What follows belongs to an exercise in optimizing a design on an open flow for small area, a short achievable clock period and few clock cycles; a production flow would make more cautious choices.
RTL that was checked went through simulation tests only; none was proved equivalent to the original.
No activity file was given, so power comes from the tool's default toggle rates.

==> flow/design.v (excerpt) <==
module keyword_source_lexer #(
   parameter int MAX_TEXT_LEN = 65536
) (
   input  wire logic         clock,
   input  wire logic         reset,
   input  wire logic         req_valid,
   output logic             req_stall,
   input  wire logic [8:0]   req_data,
   output logic             rsp_valid,
   input  wire logic         rsp_stall,
   output logic [45:0]      rsp_data,
   input  wire logic         csr_we,
   input  wire logic [16:0]  csr_wdata
);
For scale: ~1700 cells after synthesis, ~150 flip-flops, about 12000 um^2 of cells after synthesis.
Settings: LEC_CHECK=0, ABC_AREA=1, CAP_MARGIN=20, CORE_MARGIN=2, CORE_UTILIZATION=40, CTS_BUF_LIST=sky130_fd_sc_hd__clkbuf_8, SETUP_SLACK_MARGIN=5, SLEW_MARGIN=20; clock period 8.5 ns.
standard.sh (not shown) runs the stock make flow with config.mk's settings and CLKGATE_MAP_FILE= SYNTH_SCRIPT=/design/flow/synth_recipe.tcl, a recipe that flattens the netlist after the stock synthesis.
==> flow/flow/run.sh <==
#!/bin/bash
# The standard layout, with the smallest buffer on each port instead of the
# default delay-cell buffer; repair still resizes port buffers where timing needs it
set -euo pipefail
export BUFFER_PORTS_ARGS="-buffer_cell sky130_fd_sc_hd__buf_1"
bash standard.sh finish > standard_finish.log 2>&1
Edit:
--- a/flow/design.v
+++ b/flow/design.v
@@ -636,21 +636,21 @@
                mode_in  = LM_PEND;
             end else if (cl[CL_OP]) begin
                emit    = 1'b1;
                w_kind  = c_kind;
                w_start = pos_ff[15:0];
                w_len   = 6'd1;
             end
          end
       end
       w_last = !split;
-      step   = in_v && (room || !emit);
+      step   = in_v && room;
       take   = step && !split;
       push   = in_v && emit && room;
    end
    assign push_w    = {w_kind, cnt, w_start, w_len, w_ovf, w_last};
    logic  tok_cont;
    assign tok_cont = ((mode_ff == LM_IDENT) && cl[CL_WORD]) || ((mode_ff == LM_NUMBER) && cl[CL_DIGIT]) ||
                      ((mode_ff == LM_STRING) && !cl[CL_QUOTE]);
    always_comb begin
       pend_in  = c_pend;
       star_in  = (mode_ff == LM_BLOCK) && cl[CL_STAR];
@@ -669,36 +669,50 @@
          kwe_in = kw_hit ? ((len_ff[5:4] == 2'b00) ? kw_exp({kw_ff, len_ff[3:0]}) : 5'd0) : kw_a[4:0];
       end
       if (pos_ff[16]) begin
          pend_in  = pend_ff;
          start_in = start_ff;
          len_in   = len_ff;
          kw_in    = kw_ff;
          kwe_in   = kwe_ff;
       end
    end
+   logic  in_v_in, b_v_in, eot_in, stall_ff;
    assign load_a    = !in_v || take;
    assign src       = b_v ? b_data : req_data;
-   assign req_stall = b_v || (in_v && eot);
+   assign req_stall = stall_ff;
+   always_comb begin
+      in_v_in = in_v;
+      b_v_in  = b_v;
+      eot_in  = eot;
+      if (load_a) begin
+         in_v_in = b_v || (req_valid && !req_stall);
+         b_v_in  = 1'b0;
+         eot_in  = src[0];
+      end else if (req_valid && !req_stall) begin
+         b_v_in  = 1'b1;
+      end
+   end
    always_ff @(posedge clock) begin
       if (reset) begin
-         in_v <= 1'b0;
-         b_v  <= 1'b0;
-      end else if (load_a) begin
-         in_v <= b_v || (req_valid && !req_stall);
-         b_v  <= 1'b0;
-      end else if (req_valid && !req_stall) begin
-         b_v  <= 1'b1;
+         in_v     <= 1'b0;
+         b_v      <= 1'b0;
+         stall_ff <= 1'b0;
+      end else begin
+         in_v     <= in_v_in;
+         b_v      <= b_v_in;
+         stall_ff <= b_v_in || (in_v_in && eot_in);
       end
+      eot <= eot_in;
       if (load_a) begin
-         {c, eot} <= src;
-         cc       <= class_code(src[8:1]);
+         c  <= src[8:1];
+         cc <= class_code(src[8:1]);
       end
       if (!req_stall) begin
          b_data <= req_data;
       end
    end
    always_comb begin
       zero_in = zero_ff;
       ovf_in  = ovf_ff;
       near_in = near_ff;
       far_in  = far_ff;
- cell area decreases by 3.9%
- final cell count decreases by 3.9%
- hold slack got worse by 10 ps
- area after synthesis decreases by 4.4%
- non-clock buffer count increases by 2
- wire length decreases by 11%
- total power increases by 5.0%
- sequential power increases by 5.8%
- worst setup slack improved by 61 ps
- global-route usage decreases by 1.4 points
Testbench counts after the change, summed over its fixed seeds: cycles 148,692.
Only the layout flow was run in the first run of this note; the RTL was not checked for function there.

v6:
Another version of the RTL of keyword_source_lexer (not shown whole).
Size in the first run: roughly 79 I/O pins, ~0.011 mm² of cells after synthesis.
==> flow/config.mk <==
export PLATFORM = sky130hd
export DESIGN_NAME = keyword_source_lexer
export DESIGN_NICKNAME = keyword_source_lexer
export VERILOG_FILES = /design/flow/design.v
export SDC_FILE = /design/flow/constraint.sdc
export NUM_CORES = 4
export LEC_CHECK = 0
export ABC_AREA = 1
export CAP_MARGIN = 20
export CORE_MARGIN = 2
export CORE_UTILIZATION = 40
export CTS_BUF_LIST = sky130_fd_sc_hd__clkbuf_8
export SLEW_MARGIN = 20
==> flow/constraint.sdc <==
create_clock -name core_clock -period 8.5 [get_ports {clock}]
set_input_delay 1.7000 -clock core_clock [delete_from_list [all_inputs] [get_ports {clock}]]
set_output_delay 1.7000 -clock core_clock [all_outputs]
set_load 0.01 [all_outputs]
==> flow/flow/run.sh <==
#!/bin/bash
# The standard layout, with the smallest buffer on each port instead of the
# default delay-cell buffer, and timing repair aiming 5.5 ns below the clock period
set -euo pipefail
export BUFFER_PORTS_ARGS="-buffer_cell sky130_fd_sc_hd__buf_1"
export SETUP_SLACK_MARGIN=5.5
bash standard.sh finish > standard_finish.log 2>&1
Testbench counts of v6, summed over its fixed seeds: cycles 146,983.
Modified inputs, v7 compared to v6
diff --git a/flow/design.v b/flow/design.v
--- a/flow/design.v
+++ b/flow/design.v
@@ -534,16 +534,17 @@
          if (pend_ff == PD_LT)    flush_kind = 6'd51;
          if (pend_ff == PD_GT)    flush_kind = 6'd52;
          if (pend_ff == PD_MINUS) flush_kind = 6'd40;
          flush_emits = (pend_ff != PD_BANG);
       end else begin
          flush_emits = 1'b0;
       end
    end
+   logic         quiet, tok_cont;
    logic         emit, split, step, take;
    logic [5:0]   w_kind, w_len;
    logic [15:0]  w_start;
    logic         w_ovf, w_last, w_end;
    always_comb begin
       logic do_flush, do_start;
       mode_in  = mode_ff;
       pos_in   = pos_ff;
@@ -638,24 +639,25 @@
                emit    = 1'b1;
                w_kind  = c_kind;
                w_start = pos_ff[15:0];
                w_len   = 6'd1;
             end
          end
       end
       w_last = !split;
-      step   = in_v && (room || !emit);
+      step   = in_v && (room || quiet);
       take   = step && !split;
       push   = in_v && emit && room;
    end
    assign push_w    = {w_kind, cnt, w_start, w_len, w_ovf, w_last};
-   logic  tok_cont;
    assign tok_cont = ((mode_ff == LM_IDENT) && cl[CL_WORD]) || ((mode_ff == LM_NUMBER) && cl[CL_DIGIT]) ||
                      ((mode_ff == LM_STRING) && !cl[CL_QUOTE]);
+   assign quiet = !eot && (ovf_ff || pos_ff[16] || tok_cont || (mode_ff == LM_LINE) ||
+                           (mode_ff == LM_BLOCK) || ((mode_ff == LM_IDLE) && !cl[CL_OP]));
    always_comb begin
       pend_in  = c_pend;
       star_in  = (mode_ff == LM_BLOCK) && cl[CL_STAR];
       start_in = pos_ff[15:0];
       len_in   = cl[CL_QUOTE] ? 6'd0 : 6'd1;
       kw_in    = kw_f[9:5];
       kwe_in   = kw_f[4:0];
       if (tok_cont) begin
--- outcome ---
Compared with v6, v7 shows a final cycle utilization of the critical path that is 0.29 points higher.
v7 vs v6: initial core utilization up in v7
Cmp v7 and v6 / synthesized net count / lower: v6
Number of distinct library cells after synthesis grows by a few percent when moving from v6 to v7.
Changes observed in v7 relative to v6: count of nets after finishing saw an increase, utilization saw little to no change, detailed-routing iteration count for the pre-antenna-repair pass saw an increase, worst setup slack saw a decrease.
Relative to v6, combinational share of power increased by 3.4 points in v7.
Function not checked in v7: the RTL went through the layout flow alone.

==> what the ideal ports hide <==
No port has a modelled driver above. Below, the same layouts with a new extraction and two added sets of constraints.
Step 1, drivers: a clkbuf_16 drives clock and a buf_2 each remaining input, both assumed.
Step 2 adds t to the input delays and takes it off the output delays; t is the mean of the earliest and latest rising clock arrival at the registers after step 1. Input paths then give back, and output paths get back, about the clock's delay inside the block.
Three values: no drivers, after step 1, after step 2; two values: the first two.
| run | t, ns | slack for setup (ns) | pins driven straight from the clock port |
|---|---|---|---|
| the first run of note 1 | 0.497 | 5.158 / 5.158 / 4.689 | 1 |
| the second run of note 1 | 0.483 | 5.218 / 5.238 / 4.755 | 1 |
| v6 | 0.504 | 5.597 / 5.597 / 5.119 | 1 |
| v7 | 0.495 | 5.572 / 5.529 / 5.115 | 1 |
After both steps setup and hold are still met in every run listed. For v6, which loses most, drivers alone change the setup slack by 0.000 ns; drivers and shift together by -0.478 ns.
